Background: an optimization exercise with open tools, aiming at a short achievable clock period and few clock cycles per item. Do not read the settings as production practice. Where RTL was checked, it was by simulation tests only, not by an equivalence proof against the original. The RTL of run 1 was laid out without a check of its function. The clock port is modelled as an ideal driver; clocking choices that lean on that would not hold on a real chip. Power and IR drop assume default switching activity.

[flow/config.mk]
export PLATFORM = sky130hd
export DESIGN_NAME = rmw_counter_pipe
export DESIGN_NICKNAME = rmw_counter_pipe
export VERILOG_FILES = /design/flow/design.v
export SDC_FILE = /design/flow/constraint.sdc
export NUM_CORES = 4
export LEC_CHECK = 0
export ABC_CLOCK_PERIOD_IN_PS = 1500
export CAP_MARGIN = 20
export CORE_MARGIN = 2
export CORE_UTILIZATION = 45
export CTS_CLUSTER_DIAMETER = 150
export CTS_CLUSTER_SIZE = 30
export SETUP_SLACK_MARGIN = 2.5
export SLEW_MARGIN = 20
export SYNTH_MEMORY_MAX_BITS = 8192
[flow/flow/root_fix.tcl]
proc my_remove_clock_root { port } {
  set block [ord::get_db_block]
  set clk_net [[$block findBTerm $port] getNet]
  set root_iterms [$clk_net getITerms]
  if { [llength $root_iterms] != 1 } { return }
  set root [[lindex $root_iterms 0] getInst]
  set out_net ""
  foreach it [$root getITerms] {
    if { [$it isOutputSignal] } { set out_net [$it getNet] }
  }
  set loads {}
  foreach it [$out_net getITerms] {
    if { [$it getInst] != $root } { lappend loads $it }
  }
  puts "root buffer [$root getName] drives [llength $loads] pins"
  if { [llength $loads] > 4 } { return }
  set clk_name [$clk_net getName]
  set out_name [$out_net getName]
  foreach it $loads {
    set pin "[[$it getInst] getName]/[[$it getMTerm] getName]"
    disconnect_pin $out_name $pin
    connect_pin $clk_name $pin
  }
  delete_instance [$root getName]
  delete_net $out_name
  puts "removed root clock buffer; clock port now drives [llength $loads] buffers"
}
[flow/flow/pre_cts.tcl]
# Run after ORFS's own clock_tree_synthesis call: remove the tree's root buffer before the
# timing repair that follows it in cts.tcl.
source [file join [file dirname [info script]] root_fix.tcl]
rename clock_tree_synthesis my_orig_clock_tree_synthesis
proc clock_tree_synthesis { args } {
  uplevel 1 [list my_orig_clock_tree_synthesis {*}$args]
  my_remove_clock_root clk
  estimate_parasitics -placement
  report_clock_latency
}
[flow/design.v]
module rmw_counter_pipe #(
    parameter int unsigned AW = 8,
    parameter int unsigned DW = 16,
    parameter int unsigned IW = 8
) (
    input  logic          clk,
    input  logic          rst_n,
    input  logic          cmd_valid,
    output logic          cmd_ready,
    input  logic [1:0]    cmd_op,
    input  logic [AW-1:0] cmd_addr,
    input  logic [IW-1:0] cmd_inc,
    output logic          rsp_valid,
    output logic [1:0]    rsp_op,
    output logic [AW-1:0] rsp_addr,
    output logic [DW-1:0] rsp_data,
    output logic          rsp_sat
);
    localparam logic [1:0] OpInc   = 2'b00;
    localparam logic [1:0] OpClear = 2'b10;
    function automatic logic [8:0] add8(input logic [7:0] x, input logic [7:0] a);
        logic [7:0] g, p, gk, pk, gn, pn;
        g  = x & a;
        p  = x ^ a;
        gk = g;
        pk = p;
        for (int d = 1; d < 8; d = d * 2) begin
            gn = gk;
            pn = pk;
            for (int i = d; i < 8; i++) begin
                gn[i] = gk[i] | (pk[i] & gk[i-d]);
                pn[i] = pk[i] & pk[i-d];
            end
            gk = gn;
            pk = pn;
        end
        add8 = {gk[7], p ^ {gk[6:0], 1'b0}};
    endfunction
    function automatic logic [8:0] inc8(input logic [7:0] x, input logic c);
        logic [8:0] t, tk, tn;
        tk = {x, c};
        for (int d = 1; d < 9; d = d * 2) begin
            tn = tk;
            for (int i = d; i < 9; i++) tn[i] = tk[i] & tk[i-d];
            tk = tn;
        end
        inc8 = {tk[8], x ^ tk[7:0]};
    endfunction
    logic       run_q, ready_q;
    logic [7:0] ic_q;
    assign cmd_ready = ready_q;
    always_ff @(posedge clk or negedge rst_n) begin
        if (!rst_n) begin
            run_q <= 1'b0;
            ic_q  <= '0;
        end else if (!run_q) begin
            ic_q <= ic_q + 1'b1;
            if (ic_q == 8'hFF) run_q <= 1'b1;
        end
    end
    always_ff @(posedge clk or negedge rst_n) begin
        if (!rst_n) ready_q <= 1'b0;
        else        ready_q <= ready_q | (ic_q == 8'hFF);
    end
    logic v0_q, v1_q, v2_q, v3_q, v4_q, v5_q;
    always_ff @(posedge clk or negedge rst_n) begin
        if (!rst_n) begin
            v0_q <= 1'b0;
            v1_q <= 1'b0;
            v2_q <= 1'b0;
            v3_q <= 1'b0;
            v4_q <= 1'b0;
            v5_q <= 1'b0;
        end else begin
            v0_q <= cmd_valid && run_q;
            v1_q <= v0_q;
            v2_q <= v1_q;
            v3_q <= v2_q;
            v4_q <= v3_q;
            v5_q <= v4_q;
        end
    end
    logic [1:0]   op0_q;
    logic [7:0]   a0_q;
    logic [7:0]   inc0_q;
    logic [255:0] rsel_q;         
    always_ff @(posedge clk) begin
        op0_q  <= cmd_op;
        a0_q   <= cmd_addr;
        inc0_q <= cmd_inc;
        for (int i = 0; i < 256; i++) rsel_q[i] <= (cmd_addr == 8'(i));
    end
    logic [15:0] mem_q [256];
    logic [15:0] wb_gen_q, wb_ren_q;
    logic [7:0]  wb_a_q;
    logic [15:0] wb_d_q;
    for (genvar i = 0; i < 256; i++) begin : g_mem
        always_ff @(posedge clk) begin
            if (wb_gen_q[i/16] && wb_ren_q[i%16]) mem_q[i] <= wb_d_q;
        end
    end
    logic [1:0]  op1_q, op2_q, op3_q, op4_q;
    logic [7:0]  a1_q, a2_q, a3_q, a4_q;
    logic [7:0]  addend1_q, addend2_q;
    logic        clr1_q, clr2_q, clr3_q;
    logic        anz1_q, anz2_q, anz3_q;
    logic        h1_1_q, h1_2_q, h1_3_q;
    logic        h2_1_q, h2_2_q, h2_3_q;
    logic        sel_2_q, sel_3_q, sel_4_q, sel_5_q;
    logic [15:0] sel_g_q;
    logic [15:0] grp_d [16];
    logic [15:0] grp_q [16];
    logic        h2, h3, h4, h5;
    assign h2 = v2_q && (a2_q == a0_q);
    assign h3 = v3_q && (a3_q == a0_q);
    assign h4 = v4_q && (a4_q == a0_q);
    assign h5 = v5_q && (wb_a_q == a0_q);
    always_ff @(posedge clk) begin
        op1_q     <= op0_q;
        a1_q      <= a0_q;
        addend1_q <= (op0_q == OpInc) ? inc0_q : 8'd0;
        anz1_q    <= (op0_q == OpInc) && (inc0_q != 8'd0);
        clr1_q    <= (op0_q == OpClear);
        h1_1_q    <= v1_q && (a1_q == a0_q);
        h2_1_q    <= h2;
        sel_2_q   <= h2;
        sel_3_q   <= !h2 && h3;
        sel_4_q   <= !h2 && !h3 && h4;
        sel_5_q   <= !h2 && !h3 && !h4 && h5;
        for (int g = 0; g < 16; g++) begin
            sel_g_q[g] <= !(h2 || h3 || h4 || h5) && (a0_q[7:4] == 4'(g));
        end
    end
    for (genvar g = 0; g < 16; g++) begin : g_grp
        always_comb begin
            grp_d[g] = '0;
            for (int r = 0; r < 16; r++) grp_d[g] = grp_d[g] | ({16{rsel_q[g*16+r]}} & mem_q[g*16+r]);
        end
    end
    always_ff @(posedge clk) begin
        for (int g = 0; g < 16; g++) grp_q[g] <= grp_d[g];
    end
    logic [15:0] pre_d, pre_q;
    logic [7:0]  lo_q;            
    logic [15:0] data_q;          
    logic [15:0] wb_d2_q;         
    always_comb begin
        pre_d = ({16{sel_2_q}} & {8'd0, lo_q}) | ({16{sel_3_q}} & data_q)
              | ({16{sel_4_q}} & wb_d_q) | ({16{sel_5_q}} & wb_d2_q);
        for (int g = 0; g < 16; g++) pre_d = pre_d | ({16{sel_g_q[g]}} & grp_q[g]);
    end
    always_ff @(posedge clk) begin
        op2_q     <= op1_q;
        a2_q      <= a1_q;
        addend2_q <= addend1_q;
        anz2_q    <= anz1_q;
        clr2_q    <= clr1_q;
        h1_2_q    <= h1_1_q;
        h2_2_q    <= h2_1_q;
        pre_q     <= pre_d;
    end
    logic [8:0] lo_sum;
    logic       c8_q;
    logic [7:0] prehi_q;
    assign lo_sum = add8(h1_2_q ? lo_q : pre_q[7:0], addend2_q);
    always_ff @(posedge clk) begin
        op3_q   <= op2_q;
        a3_q    <= a2_q;
        anz3_q  <= anz2_q;
        clr3_q  <= clr2_q;
        h1_3_q  <= h1_2_q;
        h2_3_q  <= h2_2_q;
        prehi_q <= pre_q[15:8];
        lo_q    <= clr2_q ? 8'd0 : lo_sum[7:0];
        c8_q    <= !clr2_q && lo_sum[8];
    end
    logic [7:0] hi_q, hi2_q;
    logic       sat_q, sat2_q, rsat_q;
    logic [7:0] hi_b;
    logic       sat_b;
    logic [8:0] hi_sum;
    logic       sat_n;
    logic [7:0] hi_n;
    always_comb begin
        if (h1_3_q) begin
            hi_b  = hi_q;
            sat_b = sat_q;
        end else if (h2_3_q) begin
            hi_b  = hi2_q;
            sat_b = sat2_q;
        end else begin
            hi_b  = prehi_q;
            sat_b = 1'b0;
        end
        hi_sum = inc8(hi_b, c8_q);
        hi_n   = clr3_q ? 8'd0 : hi_sum[7:0];
        sat_n  = !clr3_q && (sat_b || hi_sum[8]);
    end
    always_ff @(posedge clk) begin
        op4_q  <= op3_q;
        a4_q   <= a3_q;
        hi_q   <= hi_n;
        sat_q  <= sat_n;
        hi2_q  <= hi_q;
        sat2_q <= sat_q;
        data_q <= sat_n ? 16'hFFFF : {hi_n, lo_q};
        rsat_q <= sat_b ? anz3_q : hi_sum[8];
    end
    logic       wb_we;
    logic [7:0] wb_a;
    assign wb_we = !run_q || (v4_q && (op4_q == OpInc || op4_q == OpClear));
    assign wb_a  = run_q ? a4_q : ic_q;
    always_ff @(posedge clk or negedge rst_n) begin
        if (!rst_n) wb_gen_q <= '0;
        else for (int g = 0; g < 16; g++) wb_gen_q[g] <= wb_we && (wb_a[7:4] == 4'(g));
    end
    always_ff @(posedge clk) begin
        for (int r = 0; r < 16; r++) wb_ren_q[r] <= (wb_a[3:0] == 4'(r));
        wb_a_q  <= wb_a;
        wb_d_q  <= run_q ? data_q : 16'd0;
        wb_d2_q <= wb_d_q;
    end
    assign rsp_valid = v4_q;
    assign rsp_op    = op4_q;
    assign rsp_addr  = a4_q;
    assign rsp_data  = data_q;
    assign rsp_sat   = rsat_q;
endmodule
[flow/constraint.sdc]
create_clock -name core_clock -period 4.4 [get_ports {clk}]
set_input_delay 0.8800 -clock core_clock [delete_from_list [all_inputs] [get_ports {clk}]]
set_output_delay 0.8800 -clock core_clock [all_outputs]
set_load 0.01 [all_outputs]
[flow/flow/run.sh]
#!/bin/bash
# Standard ORFS layout with one change to clock tree synthesis (flow/pre_cts.tcl): right after
# the tree is built, its root buffer is removed so the clock port drives the four first-level
# buffers directly; timing repair then runs on that tree as usual.
set -euo pipefail
W=$(cd "$(dirname "$0")/.." && pwd)
cd "$W"
export PRE_CTS_TCL="$W/flow/pre_cts.tcl"
bash standard.sh finish > "$W/standard.log" 2>&1
[flow/standard.sh]
#!/bin/bash
# synth_recipe.tcl (not shown) runs the flow's synth.tcl, then flattens the netlist and writes it again
# the make line also repeats each setting of config.mk as NAME=value (left out here)
make -C /OpenROAD-flow-scripts/flow DESIGN_CONFIG=/design/flow/config.mk WORK_HOME=/design/flow/orfs CLKGATE_MAP_FILE= SYNTH_SCRIPT=/design/flow/synth_recipe.tcl "${@:-finish}"
==> impl_metrics.json, run 1 <==
{
  "status": "no timing/DRC/antenna violations",
  "start_util_pct": 45.3,
  "p_comb_share_pct": 0.6,
  "worst-path-buf-inv": 2,
  "grt_pass1_vias": 87300,
  "reg2reg_slack_ns": 2.17,
  "design_area_um2": 183000,
  "grt_overflow": 0,
  "maxSlewHeadroom_pct": 16.4,
  "clk_latency_ns": 0.72,
  "cpLargestDelayFamily": "multiplexers",
  "grt_max_degree": 178,
  "num_vias": 93500,
  "yosysWarningCount": 4,
  "dpl.hpwl_mm": 331,
  "cp-end-kind": "flip-flop",
  "r2r_start": "h1_2_q$_DFF_P_",
  "antenna_found_initial": 68,
  "fin_crit_sh_pct": 50.8,
  "globalplace.congestion": 0.964,
  "dr.pass1.iters": 9,
  "max-cap-violations": 0,
  "path_class": "flip-flop to flip-flop",
  "p_per_area_nw_per_um2": 392,
  "r2r_cells": 9,
  "pin_count": 50,
  "drive_above_1_share_pct": 13.3,
  "die-area_um2": 377000,
  "leakagePower_nw": 64.1,
  "ys_types": 54,
  "r2r-end": "lo_q[7]$_SDFF_PP0_",
  "avgSynthCellArea_um2": 18.7,
  "area_growth_pct": 9.23,
  "synth_flop_cell": "edfxtp_1",
  "cp-start-kind": "flip-flop",
  "cpPeakStageDelay_ns": 0.43,
  "fin_skew_ns": 0.0896,
  "hold_violations": 0,
  "critPathRequiredTime_ns": 5.00,
  "path_cells": "buf_12, mux2i_4, inv_2, ha_4, a21oi_4, o211ai_1, nand2_1, a21oi_2, mux2_2",
  "finalNetCount": 9004,
  "die_y_um": 614,
  "num_rows": 223,
  "die_w_um": 614,
  "rsz0062_at_grt": "true",
  "drc": 0,
  "min_period_ns": 2.23,
  "cts_buffers": 184,
  "mostFrequentLayoutCell": "edfxtp_1",
  "postCtsHoldBufs": 0,
  "switchingPower_mw": 14.1,
  "final_cell_mix": "edfxtp_1 (4,096), a22o_1 (1,066), a221oi_1 (1,014)",
  "cp-endpoint": "lo_q[7]$_SDFF_PP0_",
  "intPower_mw": 57.5,
  "place_area_um2": 174000,
  "crit_fanout": 4,
  "ys_ff_latch": 4869,
  "worst_path_max_delay_cell": "dfxtp_4",
  "place_ws_ns": 1.42,
  "synth.yosys.seq_area_share_pct": 82.8,
  "vdd_drop_max_v": 0.000348,
  "async_reset_ff_share_pct": 0.657,
  "syn_inst": 8936,
  "wirelength_mm": 551,
  "grt_pass1_wl_mm": 739,
  "startpoint": "h1_2_q$_DFF_P_",
  "vias_per_cell": 6.63,
  "wl_per_cell_um": 39.1,
  "drt_iter0_drc": 15900,
  "finalSetupViolCount": 0,
  "core_um2": 370000,
  "critPathArrivalTime_ns": 2.84,
  "slew_viol_final": 0,
  "port_buffers": 49,
  "ant_nets": 0,
  "pwr-share-seq_pct": 68.9,
  "syn_nets": 8968,
  "setup_tns_ns": 0,
  "pwr-share-clk_pct": 30.5,
  "tightest_slew_ns": 1.25,
  "worst_slack_ns": 2.17,
  "syn-cell-area_um2": 167000,
  "worst-path-stages": 9,
  "synth_edf_count": 4096,
  "track_usage_pct": 28.4,
  "clkTransAtPathRegs_ns": 0.12,
  "fmax_ghz": 0.448,
  "cts_tree": "done",
  "p_sw_share_pct": 19.7,
  "clock-sinks": 4869,
  "worstHoldPathType": "input pin to async pin"
}
state kept, by name (all words and copies together) (netlist names), 16 cells and up:
signal / cells
mem_q: 4096
wb_gen_q: 16
wb_ren_q: 16
wb_d_q: 16
pre_q: 16
grp_q: 256
data_q: 16
sel_g_q: 16
rsel_q: 256
wb_d2_q: 16
synth_stat cells, types with 16 or more instances:
cell | instances | area, µm²
edfxtp_1 | 4096 | 123000
dfrtp_1 | 32 | 801
dfxtp_1 | 741 | 14800
and2_1 | 281 | 1760
nand2_1 | 61 | 229
a22oi_1 | 60 | 450
a221oi_1 | 1067 | 9350
nand3_1 | 39 | 195
inv_1 | 18 | 67.6
nand4_1 | 280 | 1750
a22o_1 | 1066 | 9340
nor2_1 | 327 | 1230
nor2b_1 | 16 | 100
xnor2_1 | 41 | 359
clkbuf_1 | 609 | 2290
power by group through the flow:
stage / registers (mW) / logic, mW / clock network (mW)
2_1_floorplan: 50.3 / 0.204 / 0
3_3_place_gp: 50.4 / 0.369 / 0
3_5_place_dp: 50.4 / 0.372 / 0
4_1_cts: 49.4 / 0.401 / 21.9
5_1_grt: 49.4 / 0.445 / 23.3
6_report: 49.4 / 0.434 / 21.9
worst min-delay path by stage:
stage | endpoint | slack (ns) | cells after the start | start
6_report | ready_q$_DFF_PN0_ | 0.17 | 1 | rst_n
5_1_grt | ready_q$_DFF_PN0_ | 0.17 | 1 | rst_n
4_1_cts | ready_q$_DFF_PN0_ | 0.17 | 1 | rst_n
3_5_place_dp | op4_q[1]$_DFF_P_ | 0.31 | 0 | op3_q[1]$_DFF_P_
3_3_place_gp | op3_q[1]$_DFF_P_ | 0.31 | 0 | op2_q[1]$_DFF_P_
2_1_floorplan | h1_2_q$_DFF_P_ | 0.31 | 0 | h1_1_q$_DFF_P_
kinds of logic after synthesis:
logic type / count (synthesis) / share of synthesized area, %
flops: 4869 / 82.8
simple gates: 1073 / 3.44
buf+inv: 655 / 1.52
fa+ha+maj: 11 / 0.0867
mux: 32 / 0.208
compound gates: 2242 / 11.6
xor+xnor: 54 / 0.283
stage by stage:
step,cells,hold slack [ns],power [mW],util (%)
3_3_place_gp,13600,0.311,50.8,47.2
4_1_cts,14000,0.168,71.7,49.2
6_report,14100,0.172,71.7,49.5
5_1_grt,14100,0.175,73.2,49.4
2_1_floorplan,8936,0.310,50.5,-
3_5_place_dp,13600,0.312,50.8,47.2
routing by layer:
layer  track usage (%)  wire [µm]  vias to the layer above  share of wire [%]
met2              42.6     242000                     6242                 44
li1                  -          -                    36900                  -
met5                 0        271                        -              0.049
met4              12.4      29600                       38                5.4
met3              7.02      67100                      953                 12
met1              39.6     211000                    49300                 38
cell type report:
class / instances / area, µm²
tap: 4950 / 6190
timing repair buffer: 486 / 4630
sequential: 4869 / 139000
clock buffer: 323 / 5130
antenna: 26 / 65.1
fill: 29900 / 187000
multi-input combinational: 3413 / 27600
inverter: 19 / 71.3
clock inverter: 10 / 171
timing repair:
item / in CTS / in global routing
pin swaps: 23 / 30
gates cloned: 1 / 3
resized for setup: 647 / 159
setup endpoints to repair: 5412 / 1175
buffers inserted: 62 / 42
==> run 2: changes to the inputs <==
--- a/flow/design.v
+++ b/flow/design.v
@@ -107,4 +107,5 @@
     logic        h1_1_q, h1_2_q, h1_3_q;
     logic        h2_1_q, h2_2_q, h2_3_q;
+    logic        sl2_q, sp2_q;        
     logic        sel_2_q, sel_3_q, sel_4_q, sel_5_q;
     logic [15:0] sel_g_q;
@@ -158,10 +159,14 @@
         h1_2_q    <= h1_1_q;
         h2_2_q    <= h2_1_q;
+        sl2_q     <= h1_1_q && !clr1_q;
+        sp2_q     <= !h1_1_q && !clr1_q;
         pre_q     <= pre_d;
     end
-    logic [8:0] lo_sum;
+    logic [8:0] sum_l, sum_p;
     logic       c8_q;
     logic [7:0] prehi_q;
-    assign lo_sum = add8(h1_2_q ? lo_q : pre_q[7:0], addend2_q);
+    logic [7:0] lo_d1_q;          
+    assign sum_l = add8(lo_q, addend2_q);
+    assign sum_p = add8(pre_q[7:0], addend2_q);
     always_ff @(posedge clk) begin
         op3_q   <= op2_q;
@@ -172,6 +177,6 @@
         h2_3_q  <= h2_2_q;
         prehi_q <= pre_q[15:8];
-        lo_q    <= clr2_q ? 8'd0 : lo_sum[7:0];
-        c8_q    <= !clr2_q && lo_sum[8];
+        lo_q    <= ({8{sl2_q}} & sum_l[7:0]) | ({8{sp2_q}} & sum_p[7:0]);
+        c8_q    <= (sl2_q & sum_l[8]) | (sp2_q & sum_p[8]);
     end
     logic [7:0] hi_q, hi2_q;
@@ -204,4 +209,5 @@
         hi2_q  <= hi_q;
         sat2_q <= sat_q;
+        lo_d1_q <= lo_q;
         data_q <= sat_n ? 16'hFFFF : {hi_n, lo_q};
         rsat_q <= sat_b ? anz3_q : hi_sum[8];
@@ -218,5 +224,5 @@
         for (int r = 0; r < 16; r++) wb_ren_q[r] <= (wb_a[3:0] == 4'(r));
         wb_a_q  <= wb_a;
-        wb_d_q  <= run_q ? data_q : 16'd0;
+        wb_d_q  <= !run_q ? 16'd0 : (sat_q ? 16'hFFFF : {hi_q, lo_d1_q});
         wb_d2_q <= wb_d_q;
     end
==> run 2 against run 1 <==
  * Worst setup slack got worse by 0.0072 ns
  * Die area up 0.14%
  * Power is 0.30% higher
  * Highest routed layer unchanged
==> impl_metrics.json, run 2 <==
{
  "status": "no timing/DRC/antenna violations",
  "port_buffers": 49,
  "drive_above_1_share_pct": 12.8,
  "dpl.cell_count": 13600,
  "cpPeakStageDelay_ns": 0.51,
  "grt_pass1_wl_mm": 730,
  "track_usage_pct": 27.6,
  "pwr-share-clk_pct": 30.5,
  "dpl.hpwl_mm": 326,
  "syn-cell-area_um2": 168000,
  "tightest_slew_ns": 1.21,
  "fmax_ghz": 0.446,
  "area_growth_pct": 8.98,
  "die_w_um": 614,
  "crit_fanout": 2,
  "min_period_ns": 2.24,
  "fillCellCount": 30200,
  "vdd_drop_max_v": 0.000383,
  "avgSynthCellArea_um2": 18.8,
  "globalplace.congestion": 0.937,
  "slew_viol_final": 0,
  "grtUsageMet2_pct": 41.2,
  "clkTransAtPathRegs_ns": 0.11,
  "finalNetCount": 8968,
  "p_sw_share_pct": 19.6,
  "leakagePower_nw": 64.1,
  "p_comb_share_pct": 0.6,
  "reg_top3": "mem_q x4096, grp_q x256, rsel_q x256",
  "dr.pass1.iters": 6,
  "core_um2": 372000,
  "grt_pass1_vias": 88400,
  "yosys.cell_count.top_type": "edfxtp_1",
  "rsz0062_at_grt": "true",
  "die-area_um2": 377000,
  "ys_ff_latch": 4879,
  "synth_top_cell_area_share_pct": 73.4,
  "synth_area_leaders": "edfxtp_1 (73%), dfxtp_1 (9.0%), a22o_1 (5.6%), a221oi_1 (5.6%), clkbuf_1 (1.4%)",
  "grt_overflow": 0,
  "postCtsHoldBufs": 0,
  "vias_per_cell": 6.60,
  "drc": 0,
  "clock-sinks": 4879,
  "drt_iter0_drc": 15200,
  "fin_skew_ns": 0.0442,
  "intPower_mw": 57.8,
  "mostFrequentLayoutCell": "edfxtp_1",
  "num_vias": 93000,
  "worst_path_max_delay_cell": "dfrtp_2",
  "maxSlewHeadroom_pct": 19.4,
  "antenna_found_initial": 53,
  "p_per_area_nw_per_um2": 393,
  "setup_tns_ns": 0,
  "num_rows": 224,
  "worstHoldPathType": "input pin to async pin",
  "ant_nets": 0,
  "wl_per_cell_um": 38.2,
  "path_cells": "buf_6",
  "finalNonFillerCells": 14100,
  "regMostFlops": "mem_q",
  "cts_tree": "done",
  "path_class": "flip-flop to output pin",
  "cts_buffers": 186,
  "final_cell_mix": "edfxtp_1 (4,096), a22o_1 (1,074), a221oi_1 (1,010)",
  "largest_register_ffs": 4096,
  "yosysWarningCount": 4,
  "start_util_pct": 45.1,
  "cpLargestDelayFamily": "flip-flops",
  "max-cap-violations": 0,
  "gr-max-usage-layer": "met2",
  "ys_types": 58,
  "syn_inst": 8939,
  "worst-path-buf-inv": 1,
  "cp-start-kind": "flip-flop",
  "syn_nets": 8980,
  "fin_crit_sh_pct": 50.9,
  "wirelength_mm": 539,
  "critPathRequiredTime_ns": 3.52,
  "grt_max_degree": 177,
  "die_y_um": 614,
  "synth_top_cells_by_count": "edfxtp_1 (4,096), a22o_1 (1,075), a221oi_1 (1,068)",
  "use_met1_pct": 38.6,
  "async_reset_ff_share_pct": 0.656,
  "switchingPower_mw": 14.1,
  "cp-end-kind": "output pin",
  "synth_edf_count": 4096,
  "finalSetupViolCount": 0,
  "synth_flop_cell": "edfxtp_1",
  "pin_count": 50,
  "critPathArrivalTime_ns": 1.36,
  "use_met3_pct": 5.95,
  "pwr-share-seq_pct": 68.9,
  "yosysTopAreaCell": "edfxtp_1",
  "clk_latency_ns": 0.70,
  "hold_violations": 0,
  "synth.yosys.seq_area_share_pct": 82.8
}
-- run 2: cell families after synthesis --
group	after synthesis	synth area share (%)
compound gates	2268	11.7
xor+xnor	65	0.340
fa+ha+maj	20	0.158
buf+inv	651	1.49
flops	4879	82.8
mux	20	0.169
simple gates	1036	3.27
-- run 2: repair_timing --
item	in CTS	in global routing
setup endpoints to repair	5382	912
setup buffers	51	22
resized for setup	638	129
pin swaps	37	29
-- run 2: area by class of cell --
type | instances | area, µm² | share of cell area, %
antenna | 38 | 95.1 | 0.0521
clock buffer | 327 | 5230 | 2.86
clock inverter | 11 | 161 | 0.0884
inverter | 16 | 60.1 | 0.0329
multi-input combinational | 3409 | 27600 | 15.1
sequential | 4879 | 139000 | 76.2
tap | 4972 | 6220 | 3.41
timing repair buffer | 436 | 4170 | 2.28
-- run 2: per-stage QoR --
stage               utilization [%]  setup slack (ns)  instance area, µm²  total power, mW  hold WS [ns]
floorplan                         -              2.51              168000             50.6         0.310
global placement               47.0              1.37              175000             50.9         0.310
detailed placement             47.0              1.26              175000             50.9         0.313
CTS                            48.9              2.16              182000             71.9         0.153
global route                   49.1              2.15              183000             73.4         0.173
finish                         49.2              2.16              183000             71.9         0.157
-- run 2: power groups by stage --
stage	clock (mW)	sequential [mW]	combinational [mW]
floorplan	0	50.4	0.205
global placement	0	50.6	0.362
detailed placement	0	50.5	0.365
CTS	22.0	49.5	0.406
global route	23.5	49.5	0.437
finish	22.0	49.5	0.426
-- run 2: routing by layer --
| layer | vias up | wire [µm] |
|---|---|---|
| met3 | 1018 | 64500 |
| met5 | - | 90 |
| met1 | 48900 | 206000 |
| met2 | 6214 | 239000 |
| li1 | 36900 | - |
| met4 | 14 | 29800 |
-- run 2: worst paths after layout --
check                          startpoint                     to  slack, ns  cells past startpoint
min reg2reg                h2_2_q$_DFF_P_         h2_3_q$_DFF_P_       0.34                      0
max reg2reg                h2_3_q$_DFF_P_   data_q[0]$_SDFF_PP1_       2.34                      8
min in group core_clock    h2_2_q$_DFF_P_         h2_3_q$_DFF_P_       0.34                      0
max                        v4_q$_DFF_PN0_              rsp_valid       2.16                      1
max in group asynchronous           rst_n  wb_gen_q[6]$_DFF_PN0_       3.77                      1
min                                 rst_n      ready_q$_DFF_PN0_       0.16                      1
Testbench counts of run 2, summed over its fixed seeds: cycles 24,032, items 24,000.
==> run 3: changes to the inputs <==
--- a/flow/design.v
+++ b/flow/design.v
@@ -63,5 +63,7 @@
         else        ready_q <= ready_q | (ic_q == 8'hFF);
     end
-    logic v0_q, v1_q, v2_q, v3_q, v4_q, v5_q;
+    logic v0_q, v1_q, v2_q, v3_q, v4_q;
+    logic w4_q, w5_q;             
+    logic w3;
     always_ff @(posedge clk or negedge rst_n) begin
         if (!rst_n) begin
@@ -71,5 +73,6 @@
             v3_q <= 1'b0;
             v4_q <= 1'b0;
-            v5_q <= 1'b0;
+            w4_q <= 1'b0;
+            w5_q <= 1'b0;
         end else begin
             v0_q <= cmd_valid && run_q;
@@ -78,5 +81,6 @@
             v3_q <= v2_q;
             v4_q <= v3_q;
-            v5_q <= v4_q;
+            w4_q <= w3;
+            w5_q <= w4_q;
         end
     end
@@ -85,5 +89,9 @@
     logic [7:0]   inc0_q;
     logic [255:0] rsel_q;         
-    always_ff @(posedge clk) begin
+    logic         h4_0_q, h5_0_q;   
+    logic [7:0]   wa4_q;          
+    always_ff @(posedge clk) begin
+        h4_0_q <= w3 && (cmd_addr == a3_q);
+        h5_0_q <= w4_q && (cmd_addr == wa4_q);
         op0_q  <= cmd_op;
         a0_q   <= cmd_addr;
@@ -93,5 +101,4 @@
     logic [15:0] mem_q [256];
     logic [15:0] wb_gen_q, wb_ren_q;
-    logic [7:0]  wb_a_q;
     logic [15:0] wb_d_q;
     for (genvar i = 0; i < 256; i++) begin : g_mem
@@ -100,6 +107,6 @@
         end
     end
-    logic [1:0]  op1_q, op2_q, op3_q, op4_q;
-    logic [7:0]  a1_q, a2_q, a3_q, a4_q;
+    logic [1:0]  op1_q, op2_q, op3_q;
+    logic [7:0]  a1_q, a2_q, a3_q;
     logic [7:0]  addend1_q, addend2_q;
     logic        clr1_q, clr2_q, clr3_q;
@@ -115,6 +122,6 @@
     assign h2 = v2_q && (a2_q == a0_q);
     assign h3 = v3_q && (a3_q == a0_q);
-    assign h4 = v4_q && (a4_q == a0_q);
-    assign h5 = v5_q && (wb_a_q == a0_q);
+    assign h4 = h4_0_q;
+    assign h5 = h5_0_q;
     always_ff @(posedge clk) begin
         op1_q     <= op0_q;
@@ -145,7 +152,11 @@
     logic [7:0]  lo_q;            
     logic [15:0] data_q;          
+    logic [7:0]  hi_q;            
+    logic        sat_q;           
+    logic [7:0]  lo_d1_q;         
     logic [15:0] wb_d2_q;         
     always_comb begin
-        pre_d = ({16{sel_2_q}} & {8'd0, lo_q}) | ({16{sel_3_q}} & data_q)
+        pre_d = ({16{sel_2_q}} & {8'd0, lo_q}) | ({16{sel_3_q && sat_q}})
+              | ({16{sel_3_q}} & {hi_q, lo_d1_q})
               | ({16{sel_4_q}} & wb_d_q) | ({16{sel_5_q}} & wb_d2_q);
         for (int g = 0; g < 16; g++) pre_d = pre_d | ({16{sel_g_q[g]}} & grp_q[g]);
@@ -165,6 +176,7 @@
     logic [8:0] sum_l, sum_p;
     logic       c8_q;
-    logic [7:0] prehi_q;
-    logic [7:0] lo_d1_q;          
+    logic [7:0] hb_q;
+    logic       sb_q;
+    assign w3    = v3_q && (op3_q == OpInc || op3_q == OpClear);
     assign sum_l = add8(lo_q, addend2_q);
     assign sum_p = add8(pre_q[7:0], addend2_q);
@@ -176,45 +188,44 @@
         h1_3_q  <= h1_2_q;
         h2_3_q  <= h2_2_q;
-        prehi_q <= pre_q[15:8];
+        hb_q    <= h2_2_q ? hi_q : pre_q[15:8];
+        sb_q    <= h2_2_q && sat_q;
         lo_q    <= ({8{sl2_q}} & sum_l[7:0]) | ({8{sp2_q}} & sum_p[7:0]);
         c8_q    <= (sl2_q & sum_l[8]) | (sp2_q & sum_p[8]);
     end
-    logic [7:0] hi_q, hi2_q;
-    logic       sat_q, sat2_q, rsat_q;
-    logic [7:0] hi_b;
-    logic       sat_b;
-    logic [8:0] hi_sum;
-    logic       sat_n;
+    logic [8:0] inc_l, inc_p;
     logic [7:0] hi_n;
+    logic       sat_b, ovf, sat_n;
+    logic [1:0] op4_q;
+    logic [7:0] a4_q;
+    logic       rsat_q;
+    assign inc_l = inc8(hi_q, 1'b1);
+    assign inc_p = inc8(hb_q, 1'b1);
     always_comb begin
         if (h1_3_q) begin
-            hi_b  = hi_q;
+            hi_n  = c8_q ? inc_l[7:0] : hi_q;
+            ovf   = c8_q && inc_l[8];
             sat_b = sat_q;
-        end else if (h2_3_q) begin
-            hi_b  = hi2_q;
-            sat_b = sat2_q;
         end else begin
-            hi_b  = prehi_q;
-            sat_b = 1'b0;
-        end
-        hi_sum = inc8(hi_b, c8_q);
-        hi_n   = clr3_q ? 8'd0 : hi_sum[7:0];
-        sat_n  = !clr3_q && (sat_b || hi_sum[8]);
-    end
-    always_ff @(posedge clk) begin
-        op4_q  <= op3_q;
-        a4_q   <= a3_q;
-        hi_q   <= hi_n;
-        sat_q  <= sat_n;
-        hi2_q  <= hi_q;
-        sat2_q <= sat_q;
+            hi_n  = c8_q ? inc_p[7:0] : hb_q;
+            ovf   = c8_q && inc_p[8];
+            sat_b = sb_q;
+        end
+        if (clr3_q) hi_n = 8'd0;
+        sat_n = !clr3_q && (sat_b || ovf);
+    end
+    always_ff @(posedge clk) begin
+        op4_q   <= op3_q;
+        a4_q    <= a3_q;
+        hi_q    <= hi_n;
+        sat_q   <= sat_n;
         lo_d1_q <= lo_q;
-        data_q <= sat_n ? 16'hFFFF : {hi_n, lo_q};
-        rsat_q <= sat_b ? anz3_q : hi_sum[8];
+        data_q  <= sat_n ? 16'hFFFF : {hi_n, lo_q};
+        rsat_q  <= sat_b ? anz3_q : ovf;
+        if (w3) wa4_q <= a3_q;
     end
     logic       wb_we;
     logic [7:0] wb_a;
-    assign wb_we = !run_q || (v4_q && (op4_q == OpInc || op4_q == OpClear));
-    assign wb_a  = run_q ? a4_q : ic_q;
+    assign wb_we = !run_q || w4_q;
+    assign wb_a  = run_q ? wa4_q : ic_q;
     always_ff @(posedge clk or negedge rst_n) begin
         if (!rst_n) wb_gen_q <= '0;
@@ -223,5 +234,4 @@
     always_ff @(posedge clk) begin
         for (int r = 0; r < 16; r++) wb_ren_q[r] <= (wb_a[3:0] == 4'(r));
-        wb_a_q  <= wb_a;
         wb_d_q  <= !run_q ? 16'd0 : (sat_q ? 16'hFFFF : {hi_q, lo_d1_q});
         wb_d2_q <= wb_d_q;
==> run 3 against run 2 <==
  * Critical path type unchanged
  * Worst hold slack better by 0.12 ns
  * Core utilization is 0.12 points lower
  * Count of clock-buffer cells in the layout is 2 higher
==> impl_metrics.json, run 3 <==
{
  "drt_iter0_drc": 15200,
  "syn_nets": 9029,
  "clkTransAtPathRegs_ns": 0.12,
  "drive_above_1_share_pct": 12.5,
  "track_usage_pct": 27.8,
  "vias_per_cell": 6.58,
  "die_w_um": 615,
  "vdd_drop_max_v": 0.000331,
  "tightest_slew_ns": 1.22,
  "die-area_um2": 378000,
  "ant_nets": 0,
  "synth_top_cells_by_count": "edfxtp_1 (4,104), a22o_1 (1,054), a221oi_1 (1,048)",
  "multiInputGateArea_um2": 27900,
  "rsz0062_at_grt": "true",
  "path_cells": "buf_6",
  "synth-adder-area-share_pct": 0.166,
  "slew_viol_final": 0,
  "r2r_start": "rsel_q[164]$_DFF_P_",
  "fin_crit_sh_pct": 52.5,
  "place_area_um2": 175000,
  "path_class": "flip-flop to output pin",
  "synthXorXnorAreaFrac_pct": 0.344,
  "reg_top3": "mem_q x4096, grp_q x256, rsel_q x256",
  "cts_buffers": 184,
  "synth.area.mux_share_pct": 0.0857,
  "area_growth_pct": 8.59,
  "async_reset_ff_share_pct": 0.657,
  "leakagePower_nw": 63.7,
  "num_vias": 92500,
  "r2r_cells": 2,
  "num_rows": 224,
  "antenna_found_initial": 50,
  "drc": 0,
  "hold_violations": 0,
  "maxSlewHeadroom_pct": 18.9,
  "ys_ff_latch": 4872,
  "fin_skew_ns": 0.0694,
  "start_util_pct": 45.2,
  "hold_ws_ns": 0.277,
  "worst-path-buf-inv": 1,
  "r2r-end": "grp_q[10][12]$_DFF_P_",
  "dpl.hpwl_mm": 329,
  "syn_inst": 8987,
  "syn-cell-area_um2": 168000,
  "ys_types": 61,
  "final_cell_mix": "edfxtp_1 (4,104), a22o_1 (1,054), a221oi_1 (954)",
  "fmax_ghz": 0.432,
  "finalCoreUtilization_pct": 49.0,
  "max-cap-violations": 0,
  "cp-start-kind": "flip-flop",
  "synth_top_cell_area_share_pct": 73.4,
  "postCtsHoldBufs": 0,
  "grt_pass1_wl_mm": 735,
  "grt_pass1_vias": 87200,
  "clock-sinks": 4872,
  "finalNetCount": 8935,
  "finalSetupViolCount": 0,
  "critPathArrivalTime_ns": 1.43,
  "design_area_um2": 182000,
  "core_um2": 372000,
  "ff_latch_area_um2": 139000,
  "regMostFlops": "mem_q",
  "wl_per_cell_um": 38.6,
  "synth_flop_cell": "edfxtp_1",
  "yosys.area_share.simple_pct": 3.41,
  "cp-end-kind": "output pin",
  "die_y_um": 615,
  "grt_max_degree": 162,
  "dr.pass1.iters": 6,
  "grt_overflow": 0,
  "cts_tree": "done",
  "largest_register_ffs": 4096,
  "status": "no timing/DRC/antenna violations",
  "setup_tns_ns": 0,
  "clk_latency_ns": 0.78,
  "synth.yosys.seq_area_share_pct": 82.7,
  "yosysWarningCount": 4,
  "synth-compound-area-share_pct": 11.8,
  "cpLargestDelayFamily": "flip-flops",
  "reg2reg_slack_ns": 2.37,
  "synth_area_leaders": "edfxtp_1 (73%), dfxtp_1 (8.8%), a22o_1 (5.5%), a221oi_1 (5.5%), clkbuf_1 (1.4%)",
  "worst_path_max_delay_cell": "dfrtp_2",
  "cpPeakStageDelay_ns": 0.50,
  "yosys.cell_count.top_type": "edfxtp_1",
  "synth_edf_count": 4104,
  "mostFrequentLayoutCell": "edfxtp_1",
  "fillCellCount": 30300,
  "port_buffers": 49,
  "yosysTopAreaCell": "edfxtp_1",
  "crit_fanout": 2,
  "wirelength_mm": 542,
  "p_per_area_nw_per_um2": 393,
  "synth_top_family_by_area": "compound AO/OA/AOI/OAI gates",
  "avgSynthCellArea_um2": 18.7,
  "pin_count": 50,
  "globalplace.congestion": 0.977,
  "min_period_ns": 2.31,
  "critPathRequiredTime_ns": 3.52,
  "worstHoldPathType": "input pin to async pin"
}
==> run 3: cell types whose count changed after synthesis, sizes merged, moves of 15 or more <==
cell	before	now
o21ai	9	27
nand4	275	293
a22o	1075	1054
a22oi	56	88
a221oi	1068	1048
dfxtp	751	736
xor2	22	38
xnor2	43	28
==> run 3: metrics by stage <==
stage | worst slack (ns) | power (mW) | cells
final | 2.09 | 71.6 | 14100
after global routing | 2.11 | 73.2 | 14000
after CTS | 2.14 | 71.7 | 14000
after detailed placement | 1.26 | 50.9 | 13600
after global placement | 1.26 | 50.9 | 13600
after floorplan | 2.52 | 50.6 | 8987
==> run 3: kinds of logic (layout without fill, tap and decap cells) <==
logic type                 count (synthesis)  after routing
AOI/OAI and AO/OA                       2293           2293
other                                      0             31
DFF                                     4872           4872
and+or+nand+nor                         1060           1062
buffers and inverters                    663            721
xor gates and xnor gates                  66             66
adders and majority gates                 21             21
muxes                                     12             12
==> run 3: timing repair <==
item / CTS / global route
setup buffers: 32 / 11
cloned: 0 / 3
pin swaps: 36 / 29
gates resized for setup: 692 / 118
setup endpoints to repair: 5729 / 837
==> run 3: layout make-up <==
cell class,count,share of cell area (%)
repair buffers,367,1.96
flip-flops and latches,4872,76.3
clock inverters,10,0.0748
diodes,31,0.0426
multi-input cells,3454,15.3
clock buffers,329,2.84
well taps,4972,3.41
inverters,15,0.0309
==> run 3: metal layers <==
layer	vias up	track usage [%]	part of all wire (%)
met1	48600	37.5	38
met2	5991	42.9	45
met4	22	12.7	5.4
met3	964	6.54	12
li1	36900	-	-
met5	-	0	0.033
==> run 3: how the worst max path moves through the flow <==
stage / start / to / slack [ns] / depth (start not counted)
3_3_place_gp: cmd_addr[4] / rsel_q[213]$_DFF_P_ / 1.26 / 4
2_1_floorplan: cmd_addr[3] / rsel_q[123]$_DFF_P_ / 2.52 / 5
3_5_place_dp: cmd_addr[4] / rsel_q[213]$_DFF_P_ / 1.26 / 4
6_report: ready_q$_DFF_PN0_ / cmd_ready / 2.09 / 1
5_1_grt: ready_q$_DFF_PN0_ / cmd_ready / 2.11 / 1
4_1_cts: ready_q$_DFF_PN0_ / cmd_ready / 2.14 / 1
==> run 3: power breakdown <==
group	switching, mW	internal [mW]	total (mW)
clock	13.6	8.18	21.8
combinational	0.269	0.119	0.387
sequential	0.174	49.3	49.5
total	14.1	57.6	71.6
Testbench counts of run 3, summed over its fixed seeds: cycles 24,032, items 24,000.
==> run 4: changes to the inputs <==
==> flow/flow/run.sh (replaced) <==
#!/bin/bash
# Standard ORFS layout with two changes at clock tree synthesis (flow/pre_cts.tcl): before it,
# each output port's register is moved beside the port's buffer; right after the tree is built,
# its root buffer is removed so the clock port drives the four first-level buffers directly.
# Timing repair then runs on that tree as usual.
set -euo pipefail
W=$(cd "$(dirname "$0")/.." && pwd)
cd "$W"
export PRE_CTS_TCL="$W/flow/pre_cts.tcl"
bash standard.sh finish > "$W/standard.log" 2>&1
==> flow/flow/out_regs.tcl (new file) <==
# Place each output port's register right beside the port's buffer, so the register drives a
# short wire; detailed placement then makes the moves legal.
proc my_pull_output_regs { } {
  set block [ord::get_db_block]
  set moved 0
  foreach bterm [$block getBTerms] {
    if { [$bterm getIoType] != "OUTPUT" } { continue }
    set net [$bterm getNet]
    if { $net == "NULL" } { continue }
    set buf ""
    foreach it [$net getITerms] {
      if { [$it isOutputSignal] } { set buf [$it getInst] }
    }
    if { $buf == "" } { continue }
    set in_net ""
    foreach it [$buf getITerms] {
      if { [$it isInputSignal] } { set in_net [$it getNet] }
    }
    if { $in_net == "" || $in_net == "NULL" } { continue }
    set reg ""
    foreach it [$in_net getITerms] {
      if { [$it isOutputSignal] } { set reg [$it getInst] }
    }
    if { $reg == "" || ![[$reg getMaster] isSequential] } { continue }
    set loc [$buf getLocation]
    $reg setLocation [lindex $loc 0] [lindex $loc 1]
    $reg setPlacementStatus PLACED
    incr moved
    # a register that feeds back to itself through one gate takes that gate along
    foreach it [$reg getITerms] {
      if { ![$it isInputSignal] || [[$it getMTerm] getName] != "D" } { continue }
      set dnet [$it getNet]
      foreach dit [$dnet getITerms] {
        if { ![$dit isOutputSignal] } { continue }
        set gate [$dit getInst]
        set fb 0
        foreach git [$gate getITerms] {
          if { [$git isInputSignal] && [$git getNet] == $in_net } { set fb 1 }
        }
        if { $fb && [llength [$dnet getITerms]] == 2 } {
          $gate setLocation [lindex $loc 0] [lindex $loc 1]
          $gate setPlacementStatus PLACED
          incr moved
        }
      }
    }
  }
  puts "moved $moved output registers beside their port buffers"
}
==> flow/flow/pre_cts.tcl (replaced) <==
# Before clock tree synthesis: pull the output registers beside their port buffers. After
# ORFS's own clock_tree_synthesis call: remove the tree's root buffer before the timing repair
# that follows it in cts.tcl.
source [file join [file dirname [info script]] root_fix.tcl]
source [file join [file dirname [info script]] out_regs.tcl]
my_pull_output_regs
detailed_placement
check_placement -verbose
rename clock_tree_synthesis my_orig_clock_tree_synthesis
proc clock_tree_synthesis { args } {
  uplevel 1 [list my_orig_clock_tree_synthesis {*}$args]
  my_remove_clock_root clk
  estimate_parasitics -placement
  report_clock_latency
}
==> run 4 against run 3 <==
  * Critical path type unchanged
  * Die area did not move
  * Global-route usage rose by 0.096 points
  * Worst hold slack got worse by 0.098 ns
  * Largest cell class unchanged
  * Critical path depth did not move
  * Still clean
  * Cell area rose by 0.19%
  * Core utilization rose by 0.095 points
  * Sequential cell count did not move
  * Largest power group unchanged
==> impl_metrics.json, run 4 <==
{
  "p_per_area_nw_per_um2": 392,
  "yosysTopAreaCell": "edfxtp_1",
  "path_class": "flip-flop to output pin",
  "syn-cell-area_um2": 168000,
  "pin_count": 50,
  "clock-sinks": 4872,
  "finalNonFillerCells": 14100,
  "reg_top3": "mem_q x4096, grp_q x256, rsel_q x256",
  "port_buffers": 49,
  "tightest_slew_ns": 1.24,
  "worst_slack_ns": 2.25,
  "cts_tree": "done",
  "clk_latency_ns": 0.77,
  "worst-path-buf-inv": 1,
  "regMostFlops": "mem_q",
  "rsz0062_at_grt": "true",
  "die_w_um": 615,
  "ys_types": 61,
  "place_ws_ns": 1.26,
  "synth.area.mux_share_pct": 0.0857,
  "dpl.cell_count": 13600,
  "drc": 0,
  "async_reset_ff_share_pct": 0.657,
  "synth_area_leaders": "edfxtp_1 (73%), dfxtp_1 (8.8%), a22o_1 (5.5%), a221oi_1 (5.5%), clkbuf_1 (1.4%)",
  "leakagePower_nw": 63.8,
  "cpLargestDelayFamily": "flip-flops",
  "finalSetupViolCount": 0,
  "finalNetCount": 8936,
  "fin_skew_ns": 0.0829,
  "wl_met3_mm": 63.1,
  "num_rows": 224,
  "clkTransAtPathRegs_ns": 0.11,
  "synth_flop_cell": "edfxtp_1",
  "ant_nets": 0,
  "yosysWarningCount": 4,
  "slew_viol_final": 0,
  "track_usage_pct": 27.9,
  "fin_crit_sh_pct": 49.0,
  "grt_overflow": 0,
  "finalCoreUtilization_pct": 49.1,
  "avgSynthCellArea_um2": 18.7,
  "drt-met1-wl_mm": 204,
  "status": "no timing/DRC/antenna violations",
  "critPathRequiredTime_ns": 3.52,
  "worstHoldPathType": "input pin to async pin",
  "cp-end-kind": "output pin",
  "synthXorXnorAreaFrac_pct": 0.344,
  "wl_met2_mm": 247,
  "path_cells": "buf_2",
  "start_util_pct": 45.2,
  "cp-start-kind": "flip-flop",
  "hold_violations": 0,
  "cts_buffers": 184,
  "postCtsHoldBufs": 0,
  "grt_pass1_vias": 87700,
  "drive_above_1_share_pct": 13.0,
  "yosys.cell_count.top_type": "edfxtp_1",
  "largest_register_ffs": 4096,
  "final_cell_mix": "edfxtp_1 (4,104), a22o_1 (1,053), a221oi_1 (941)",
  "antenna_found_initial": 56,
  "maxSlewHeadroom_pct": 17.2,
  "ys_ff_latch": 4872,
  "dr.pass1.iters": 6,
  "critPathArrivalTime_ns": 1.27,
  "cpPeakStageDelay_ns": 0.39,
  "fmax_ghz": 0.464,
  "mostFrequentLayoutCell": "edfxtp_1",
  "grt_max_degree": 162,
  "globalplace.congestion": 0.977,
  "worst_path_max_delay_cell": "dfrtp_1",
  "grt_pass1_wl_mm": 737,
  "synth_top_family_by_area": "compound AO/OA/AOI/OAI gates",
  "die-area_um2": 378000,
  "synth_top_cell_area_share_pct": 73.4,
  "vias_per_cell": 6.60,
  "wirelength_mm": 544,
  "synth_edf_count": 4104,
  "synth-compound-area-share_pct": 11.8,
  "wl_per_cell_um": 38.7,
  "min_period_ns": 2.15,
  "top_layer": "met5",
  "synth.yosys.seq_area_share_pct": 82.7,
  "drt_iter0_drc": 14800,
  "area_growth_pct": 8.80,
  "syn_nets": 9029,
  "num_vias": 92800,
  "hold_ws_ns": 0.178,
  "synth-adder-area-share_pct": 0.166,
  "syn_inst": 8987,
  "setup_tns_ns": 0,
  "core_um2": 372000,
  "synth_top_cells_by_count": "edfxtp_1 (4,104), a22o_1 (1,054), a221oi_1 (1,048)",
  "max-cap-violations": 0,
  "yosys.area_share.simple_pct": 3.41,
  "vdd_drop_max_v": 0.000393,
  "dpl.hpwl_mm": 329,
  "crit_fanout": 1,
  "die_y_um": 615
}
run 4: cell counts after synthesis:
Identical to the previous run, type by type.
run 4: logic make-up after synthesis:
kind of cell,Yosys count
buffers and inverters,663
muxes,12
xor gates and xnor gates,66
adders and majority gates,21
AOI/OAI and AO/OA,2293
and+or+nand+nor,1060
DFF,4872
run 4: final cells by class:
class / instances / area (µm²)
Fill cell: 30300 / 189000
Sequential cell: 4872 / 139000
Multi-Input combinational cell: 3454 / 28100
Tap cell: 4972 / 6220
Clock buffer: 331 / 5220
Timing Repair Buffer: 368 / 3630
Antenna cell: 46 / 115
Clock inverter: 8 / 106
Inverter: 15 / 56.3
run 4: what timing repair did:
action / in CTS / in global routing
cloned: 1 / 1
endpoints found under the hold margin: 0 / 0
endpoints found under the setup margin: 5570 / 954
setup buffers: 35 / 10
pin swaps: 40 / 38
gates resized for setup: 693 / 180
run 4: metrics by stage:
stage / cell area, µm² / total power [mW]
global route: 183000 / 73.2
finish: 183000 / 71.6
floorplan: 168000 / 50.6
CTS: 182000 / 71.7
global placement: 174000 / 50.9
detailed placement: 175000 / 50.9
run 4: worst paths after layout:
kind                                         start                    end  slack, ns  cells past startpoint
setup / recovery                    v4_q$_DFF_PN0_              rsp_valid       2.25                      1
hold / removal                               rst_n  wb_gen_q[7]$_DFF_PN0_       0.18                      1
setup reg to reg                   sel_4_q$_DFF_P_       pre_q[1]$_DFF_P_       2.38                      5
hold reg to reg            addend1_q[0]$_SDFF_PN0_   addend2_q[0]$_DFF_P_       0.32                      0
max in group asynchronous                    rst_n        run_q$_DFF_PN0_       3.68                      1
min in group core_clock    addend1_q[0]$_SDFF_PN0_   addend2_q[0]$_DFF_P_       0.32                      0
run 4: per-layer routing:
layer,global-route usage (%),up-vias
li1,-,36900
met1,37.4,48800
met2,43.0,6000
met3,6.64,990
met4,13.2,28
met5,0,-
run 4: report_power, final:
group          leakage (nW)  total [mW]  internal, mW  switching, mW
Combinational          10.6       0.402         0.123          0.279
Clock                  2.52        21.7          8.24           13.5
Sequential             50.6        49.5          49.3          0.171
Total                  63.8        71.6          57.6           14.0
==> run 5: changes to the inputs <==
==> flow/flow/run.sh (replaced) <==
#!/bin/bash
# Standard ORFS layout with two changes at clock tree synthesis (flow/pre_cts.tcl): before it,
# each output port's register is moved beside the port's buffer; right after the tree is built,
# its root buffer is removed so the clock port drives the four first-level buffers directly,
# and those buffers and the ones they drive become inverters (two inversions keep the polarity).
# Timing repair then runs on that tree as usual.
set -euo pipefail
W=$(cd "$(dirname "$0")/.." && pwd)
cd "$W"
export PRE_CTS_TCL="$W/flow/pre_cts.tcl"
bash standard.sh finish > "$W/standard.log" 2>&1
==> flow/flow/pre_cts.tcl (replaced) <==
# Before clock tree synthesis: pull the output registers beside their port buffers. After
# ORFS's own clock_tree_synthesis call: remove the tree's root buffer and make the two levels
# below the port inverters, before the timing repair that follows it in cts.tcl.
source [file join [file dirname [info script]] root_fix.tcl]
source [file join [file dirname [info script]] out_regs.tcl]
my_pull_output_regs
detailed_placement
check_placement -verbose
rename clock_tree_synthesis my_orig_clock_tree_synthesis
proc clock_tree_synthesis { args } {
  uplevel 1 [list my_orig_clock_tree_synthesis {*}$args]
  my_remove_clock_root clk
  my_invert_top_levels clk sky130_fd_sc_hd__clkinv_16
  detailed_placement
  estimate_parasitics -placement
  report_clock_latency
}
--- a/flow/flow/root_fix.tcl
+++ b/flow/flow/root_fix.tcl
@@ -26,2 +26,49 @@
   puts "removed root clock buffer; clock port now drives [llength $loads] buffers"
 }
+
+# Turn the two buffer levels below the clock port into inverters (the port-driven level and
+# the level it drives), which together keep the clock's polarity: an inverter is one stage
+# where a buffer is two. Done only when every load of the port-driven level is a buffer.
+proc my_invert_top_levels { port master } {
+  set block [ord::get_db_block]
+  set clk_net [[$block findBTerm $port] getNet]
+  set l1 {}
+  set l2 {}
+  foreach it [$clk_net getITerms] {
+    set inst [$it getInst]
+    if { ![string match "*clkbuf*" [[$inst getMaster] getName]] } { return }
+    lappend l1 $inst
+    set out [[$inst findITerm X] getNet]
+    if { $out == "NULL" } { return }
+    foreach lt [$out getITerms] {
+      set li [$lt getInst]
+      if { $li == $inst } { continue }
+      if { ![string match "*clkbuf*" [[$li getMaster] getName]] } { return }
+      if { [[$li findITerm X] getNet] == "NULL" } { return }
+      lappend l2 $li
+    }
+  }
+  set n 0
+  foreach inst [concat $l1 $l2] {
+    my_buf_to_inv [$inst getName] $master
+    incr n
+  }
+  puts "clock tree: $n buffers in the top two levels replaced by $master"
+}
+
+# Replace buffer name by an inverter of the given master, at the same place on the same nets.
+proc my_buf_to_inv { name master } {
+  set block [ord::get_db_block]
+  set inst [$block findInst $name]
+  set loc [$inst getLocation]
+  set in_name [[[$inst findITerm A] getNet] getName]
+  set out_name [[[$inst findITerm X] getNet] getName]
+  delete_instance $name
+  set new "${name}_inv"
+  make_instance $new $master
+  connect_pin $in_name $new/A
+  connect_pin $out_name $new/Y
+  set ni [$block findInst $new]
+  $ni setLocation [lindex $loc 0] [lindex $loc 1]
+  $ni setPlacementStatus PLACED
+}
==> run 5 against run 4 <==
  * Clock power hardly changed
  * Power hardly changed
  * Cell count hardly changed
  * Still clean on timing, DRC and antenna
  * Highest routed layer unchanged
  * Sequential cell count stayed put
  * Largest cell class unchanged
  * Area after synthesis stayed put
  * First-iteration DRC count is 3.8% lower
  * Wire length is 0.29% lower
  * Via count is 0.10% lower
==> impl_metrics.json, run 5 <==
{
  "status": "no timing/DRC/antenna violations",
  "setup_tns_ns": 0,
  "yosysTopAreaCell": "edfxtp_1",
  "cp-end-kind": "flip-flop",
  "grt_pass1_wl_mm": 736,
  "yosys.cell_count.top_type": "edfxtp_1",
  "synth_top_cells_by_count": "edfxtp_1 (4,104), a22o_1 (1,054), a221oi_1 (1,048)",
  "critPathArrivalTime_ns": 2.40,
  "synth_top_cell_area_share_pct": 73.4,
  "finalNonFillerCells": 14100,
  "die_y_um": 615,
  "num_vias": 92700,
  "worstHoldPathType": "flip-flop to flip-flop",
  "cts_tree": "done",
  "fin_crit_sh_pct": 45.5,
  "final_cell_mix": "edfxtp_1 (4,104), a22o_1 (1,053), a221oi_1 (947)",
  "finalNetCount": 8934,
  "dr.pass1.iters": 8,
  "start_util_pct": 45.2,
  "slew_viol_final": 0,
  "ant_nets": 0,
  "wirelength_mm": 542,
  "finalCoreUtilization_pct": 49.1,
  "port_buffers": 49,
  "die-area_um2": 378000,
  "hold_ws_ns": 0.328,
  "area_growth_pct": 8.78,
  "drive_above_1_share_pct": 12.8,
  "synth_edf_count": 4104,
  "syn_nets": 9029,
  "fin_skew_ns": 0.0589,
  "path_class": "flip-flop to flip-flop",
  "pin_count": 50,
  "globalplace.congestion": 0.977,
  "clock-sinks": 4872,
  "avgSynthCellArea_um2": 18.7,
  "critPathRequiredTime_ns": 4.79,
  "p_per_area_nw_per_um2": 392,
  "syn-cell-area_um2": 168000,
  "fmax_ghz": 0.499,
  "worst_slack_ns": 2.40,
  "mostFrequentLayoutCell": "edfxtp_1",
  "reg_top3": "mem_q x4096, grp_q x256, rsel_q x256",
  "cts_buffers": 184,
  "antenna_found_initial": 51,
  "track_usage_pct": 27.8,
  "largest_register_ffs": 4096,
  "hold_violations": 0,
  "rsz0062_at_grt": "true",
  "async_reset_ff_share_pct": 0.657,
  "vias_per_cell": 6.59,
  "maxSlewHeadroom_pct": 14.4,
  "die_w_um": 615,
  "drt_iter0_drc": 14200,
  "yosysWarningCount": 4,
  "clk_latency_ns": 0.54,
  "grt_pass1_vias": 87500,
  "synth.yosys.seq_area_share_pct": 82.7,
  "wl_per_cell_um": 38.6,
  "crit_fanout": 19,
  "dpl.hpwl_mm": 329,
  "leakagePower_nw": 63.7,
  "clkTransAtPathRegs_ns": 0.12,
  "vdd_drop_max_v": 0.000337,
  "num_rows": 224,
  "grt_max_degree": 162,
  "dpl.cell_count": 13600,
  "ys_types": 61,
  "syn_inst": 8987,
  "finalSetupViolCount": 0,
  "grt_overflow": 0,
  "place_ws_ns": 1.26,
  "max-cap-violations": 0,
  "min_period_ns": 2.00,
  "synth_flop_cell": "edfxtp_1",
  "ys_ff_latch": 4872,
  "core_um2": 372000,
  "cp-start-kind": "flip-flop",
  "synth_area_leaders": "edfxtp_1 (73%), dfxtp_1 (8.8%), a22o_1 (5.5%), a221oi_1 (5.5%), clkbuf_1 (1.4%)",
  "drc": 0,
  "tightest_slew_ns": 1.28,
  "regMostFlops": "mem_q"
}
[run 5: repair_timing]
item | CTS | global route
setup endpoints to repair | 5555 | 846
buffers inserted | 31 | 12
hold endpoints to repair | 0 | 0
hold buffers | 0 | 0
resized for setup | 682 | 164
pin swaps | 37 | 31
cloned | 0 | 1
[run 5: layout make-up]
type / instances / area (µm²)
Tap cell: 4972 / 6220
Clock inverter: 8 / 106
Multi-Input combinational cell: 3453 / 28100
Inverter: 35 / 657
Timing Repair Buffer: 367 / 3560
Antenna cell: 44 / 110
Fill cell: 30300 / 189000
Sequential cell: 4872 / 139000
[run 5: path summary, 6_finish.rpt]
check                                   startpoint                    end  slack, ns  cells past startpoint
setup / recovery              wb_d_q[1]$_SDFF_PN0_       pre_q[1]$_DFF_P_       2.40                      4
hold / removal             addend1_q[0]$_SDFF_PN0_   addend2_q[0]$_DFF_P_       0.33                      0
setup reg to reg              wb_d_q[1]$_SDFF_PN0_       pre_q[1]$_DFF_P_       2.40                      4
hold reg to reg            addend1_q[0]$_SDFF_PN0_   addend2_q[0]$_DFF_P_       0.33                      0
max in group asynchronous                    rst_n        run_q$_DFF_PN0_       3.44                      1
min in group asynchronous                    rst_n  wb_gen_q[7]$_DFF_PN0_       0.39                      1
[run 5: cell families after synthesis]
family	share of synthesized area [%]
compound gates	11.8
xor+xnor	0.344
fa+ha+maj	0.166
buf+inv	1.52
flops	82.7
mux	0.0857
simple gates	3.41
[run 5: metrics by stage]
step / power, mW / area [µm²]
6_report: 71.6 / 183000
3_3_place_gp: 50.9 / 174000
3_5_place_dp: 50.9 / 175000
4_1_cts: 71.6 / 182000
2_1_floorplan: 50.6 / 168000
5_1_grt: 73.2 / 182000
[run 5: power by group]
| part | internal (mW) | switching [mW] |
|---|---|---|
| Sequential | 49.3 | 0.169 |
| Combinational | 0.122 | 0.281 |
| Clock | 7.79 | 13.9 |
| Total | 57.2 | 14.4 |
[run 5: critical path, stage by stage (launching register included)]
cell and delay [ns]:
dfxtp_4 0.52, a22oi_2 0.41, nand4_1 0.55, nor2_1 0.28
nand4_1 0.12
[run 5: metal layers]
metal / wire [µm] / track usage [%]
met1: 205000 / 37.4
met2: 247000 / 43.1
met3: 61400 / 6.58
met4: 28600 / 12.8
met5: 153 / 0
==> run 6: changes to the inputs <==
--- a/flow/design.v
+++ b/flow/design.v
@@ -99,10 +99,10 @@
         for (int i = 0; i < 256; i++) rsel_q[i] <= (cmd_addr == 8'(i));
     end
-    logic [15:0] mem_q [256];
-    logic [15:0] wb_gen_q, wb_ren_q;
+    logic [15:0]  mem_q [256];
+    logic [255:0] wb_en_q;
     logic [15:0] wb_d_q;
     for (genvar i = 0; i < 256; i++) begin : g_mem
         always_ff @(posedge clk) begin
-            if (wb_gen_q[i/16] && wb_ren_q[i%16]) mem_q[i] <= wb_d_q;
+            if (wb_en_q[i]) mem_q[i] <= wb_d_q;
         end
     end
@@ -155,9 +155,10 @@
     logic        sat_q;           
     logic [7:0]  lo_d1_q;         
+    logic [15:0] fw4_q;           
     logic [15:0] wb_d2_q;         
     always_comb begin
         pre_d = ({16{sel_2_q}} & {8'd0, lo_q}) | ({16{sel_3_q && sat_q}})
               | ({16{sel_3_q}} & {hi_q, lo_d1_q})
-              | ({16{sel_4_q}} & wb_d_q) | ({16{sel_5_q}} & wb_d2_q);
+              | ({16{sel_4_q}} & fw4_q) | ({16{sel_5_q}} & wb_d2_q);
         for (int g = 0; g < 16; g++) pre_d = pre_d | ({16{sel_g_q[g]}} & grp_q[g]);
     end
@@ -228,12 +229,9 @@
     assign wb_we = !run_q || w4_q;
     assign wb_a  = run_q ? wa4_q : ic_q;
-    always_ff @(posedge clk or negedge rst_n) begin
-        if (!rst_n) wb_gen_q <= '0;
-        else for (int g = 0; g < 16; g++) wb_gen_q[g] <= wb_we && (wb_a[7:4] == 4'(g));
-    end
-    always_ff @(posedge clk) begin
-        for (int r = 0; r < 16; r++) wb_ren_q[r] <= (wb_a[3:0] == 4'(r));
+    always_ff @(posedge clk) begin
+        for (int i = 0; i < 256; i++) wb_en_q[i] <= wb_we && (wb_a == 8'(i));
         wb_d_q  <= !run_q ? 16'd0 : (sat_q ? 16'hFFFF : {hi_q, lo_d1_q});
-        wb_d2_q <= wb_d_q;
+        fw4_q   <= sat_q ? 16'hFFFF : {hi_q, lo_d1_q};
+        wb_d2_q <= fw4_q;
     end
     assign rsp_valid = v4_q;
==> run 6 against run 5 <==
  * Largest power group unchanged
  * Highest routed layer unchanged
  * Cell area increased by 3.1%
  * Sequential share of layout area increased by 0.25 points
  * Critical path type unchanged
  * Still clean on timing, DRC and antenna
  * Sequential cell count increased by 240
  * Fmax decreased by 7.4%
==> impl_metrics.json, run 6 <==
{
  "die_y_um": 622,
  "synth_top_cells_by_count": "edfxtp_1 (4,104), a22o_1 (1,034), a221oi_1 (1,027)",
  "fmax_ghz": 0.462,
  "largest_register_ffs": 4096,
  "start_util_pct": 45.1,
  "dpl.hpwl_mm": 326,
  "syn-cell-area_um2": 172000,
  "regMostFlops": "mem_q",
  "core_um2": 381000,
  "finalNetCount": 9365,
  "syn_inst": 9245,
  "ys_ff_latch": 5112,
  "num_rows": 227,
  "clock-sinks": 5112,
  "pin_count": 50,
  "fin_crit_sh_pct": 49.2,
  "wl_per_cell_um": 38.1,
  "synth_top_cell_area_share_pct": 71.7,
  "yosys.cell_count.top_type": "edfxtp_1",
  "rsz0062_at_grt": "true",
  "synth.area.mux_share_pct": 0.0844,
  "yosysTopAreaCell": "edfxtp_1",
  "leakagePower_nw": 50.9,
  "max-cap-violations": 0,
  "synth_top_family_by_area": "compound AO/OA/AOI/OAI gates",
  "setup_tns_ns": 0,
  "cts_buffers": 192,
  "globalplace.congestion": 0.979,
  "p_per_area_nw_per_um2": 401,
  "cp-end-kind": "flip-flop",
  "grt_max_degree": 177,
  "min_period_ns": 2.16,
  "syn_nets": 9287,
  "drive_above_1_share_pct": 11.9,
  "drc": 0,
  "antenna_found_initial": 33,
  "critPathRequiredTime_ns": 4.51,
  "tightest_slew_ns": 1.34,
  "clkTransAtPathRegs_ns": 0.12,
  "maxSlewHeadroom_pct": 10.5,
  "track_usage_pct": 27.8,
  "yosysWarningCount": 4,
  "area_growth_pct": 9.41,
  "worst_slack_ns": 2.24,
  "grt_pass1_wl_mm": 749,
  "status": "no timing/DRC/antenna violations",
  "vdd_drop_max_v": 0.000360,
  "critPathArrivalTime_ns": 2.27,
  "slew_viol_final": 0,
  "p_total_mw": 75.4,
  "synth_edf_count": 4104,
  "synthXorXnorAreaFrac_pct": 0.336,
  "hold_violations": 0,
  "vias_per_cell": 6.54,
  "synth.yosys.seq_area_share_pct": 83.4,
  "path_class": "flip-flop to flip-flop",
  "synth_flop_cell": "edfxtp_1",
  "clk_latency_ns": 0.58,
  "drt_iter0_drc": 14900,
  "ys_types": 61,
  "num_vias": 95100,
  "finalSetupViolCount": 0,
  "place_ws_ns": 1.32,
  "finalCoreUtilization_pct": 49.3,
  "mostFrequentLayoutCell": "edfxtp_1",
  "port_buffers": 49,
  "crit_fanout": 3,
  "synth-compound-area-share_pct": 11.4,
  "dr.pass1.iters": 9,
  "die-area_um2": 387000,
  "cp-start-kind": "flip-flop"
}
==> run 6: cell types whose count changed after synthesis, moves of 12 or more <==
| cell | previous run | this run |
|---|---|---|
| dfrtp_1 | 32 | 16 |
| clkbuf_1 | 611 | 585 |
| nand2b_1 | 6 | 18 |
| and2_1 | 266 | 26 |
| nor2_1 | 334 | 571 |
| a221oi_1 | 1048 | 1027 |
| nand2_1 | 43 | 96 |
| o21a_1 | 20 | 6 |
| dfxtp_1 | 736 | 992 |
| or2_2 | 3 | 20 |
| a22oi_1 | 88 | 122 |
| a22o_1 | 1054 | 1034 |
| nor3_1 | 19 | 6 |
| buf_2 | 11 | 33 |
==> run 6: final cells by class <==
class	instances	area (µm²)
clock inverters	9	131
diodes	18	45.0
well taps	5038	6300
inverters	31	642
flip-flops and latches	5112	144000
repair buffers	522	5010
fillers	30600	193000
multi-input cells	3485	27300
==> run 6: power by group <==
group | switching, mW | internal (mW) | total (mW)
clock network | 14.4 | 8.09 | 22.5
logic | 0.504 | 0.298 | 0.802
registers | 0.428 | 51.6 | 52.0
==> run 6: metrics by stage <==
| stage | instances | hold WS (ns) | instance area (µm²) |
|---|---|---|---|
| 6_report | 14500 | 0.266 | 188000 |
| 3_3_place_gp | 14100 | 0.311 | 179000 |
| 5_1_grt | 14500 | 0.279 | 188000 |
| 3_5_place_dp | 14100 | 0.312 | 180000 |
| 2_1_floorplan | 9245 | 0.310 | 172000 |
| 4_1_cts | 14500 | 0.332 | 187000 |
==> run 6: worst max-delay path: cells and delay by family, from the launching register on <==
| family | cells | cell delay, ns |
|---|---|---|
| flip-flops | 1 | 0.38 |
| buffers and inverters | 1 | 0.15 |
| AND/OR/NAND/NOR | 1 | 0.78 |
| AO/OA/AOI/OAI | 2 | 0.41 |
==> run 6: path summary, 6_finish.rpt <==
check	start	end	depth (start not counted)
setup reg to reg	rsel_q[164]$_DFF_P_	grp_q[10][6]$_DFF_P_	4
hold reg to reg	addend1_q[4]$_SDFF_PN0_	addend2_q[4]$_DFF_P_	0
setup / recovery	rsel_q[164]$_DFF_P_	grp_q[10][6]$_DFF_P_	4
max in group asynchronous	rst_n	ic_q[1]$_DFFE_PN0N_	1
hold / removal	rst_n	run_q$_DFF_PN0_	1
min in group core_clock	addend1_q[4]$_SDFF_PN0_	addend2_q[4]$_DFF_P_	0
==> run 6: repair_timing <==
item,4_1_cts,5_1_grt
endpoints found under the setup margin,1847,650
pin swaps,37,63
hold buffers,0,0
buffers inserted,72,18
gates resized for setup,382,189
cloned,4,2
==> run 6: cells by family after synthesis <==
kind of cell    after synthesis
flops                      5112
compound gates             2270
simple gates               1110
buf+inv                     654
xor+xnor                     66
fa+ha+maj                    21
mux                          12
==> run 6: metal layers <==
| layer | track usage (%) | vias to the layer above | part of all wire [%] |
|---|---|---|---|
| met5 | 0 | - | 0.042 |
| met4 | 12.8 | 18 | 5.7 |
| met3 | 6.68 | 1056 | 12 |
| met2 | 43.1 | 6003 | 45 |
| met1 | 37.2 | 50000 | 37 |
| li1 | - | 38000 | - |
Testbench counts of run 6, summed over its fixed seeds: cycles 24,032, items 24,000.
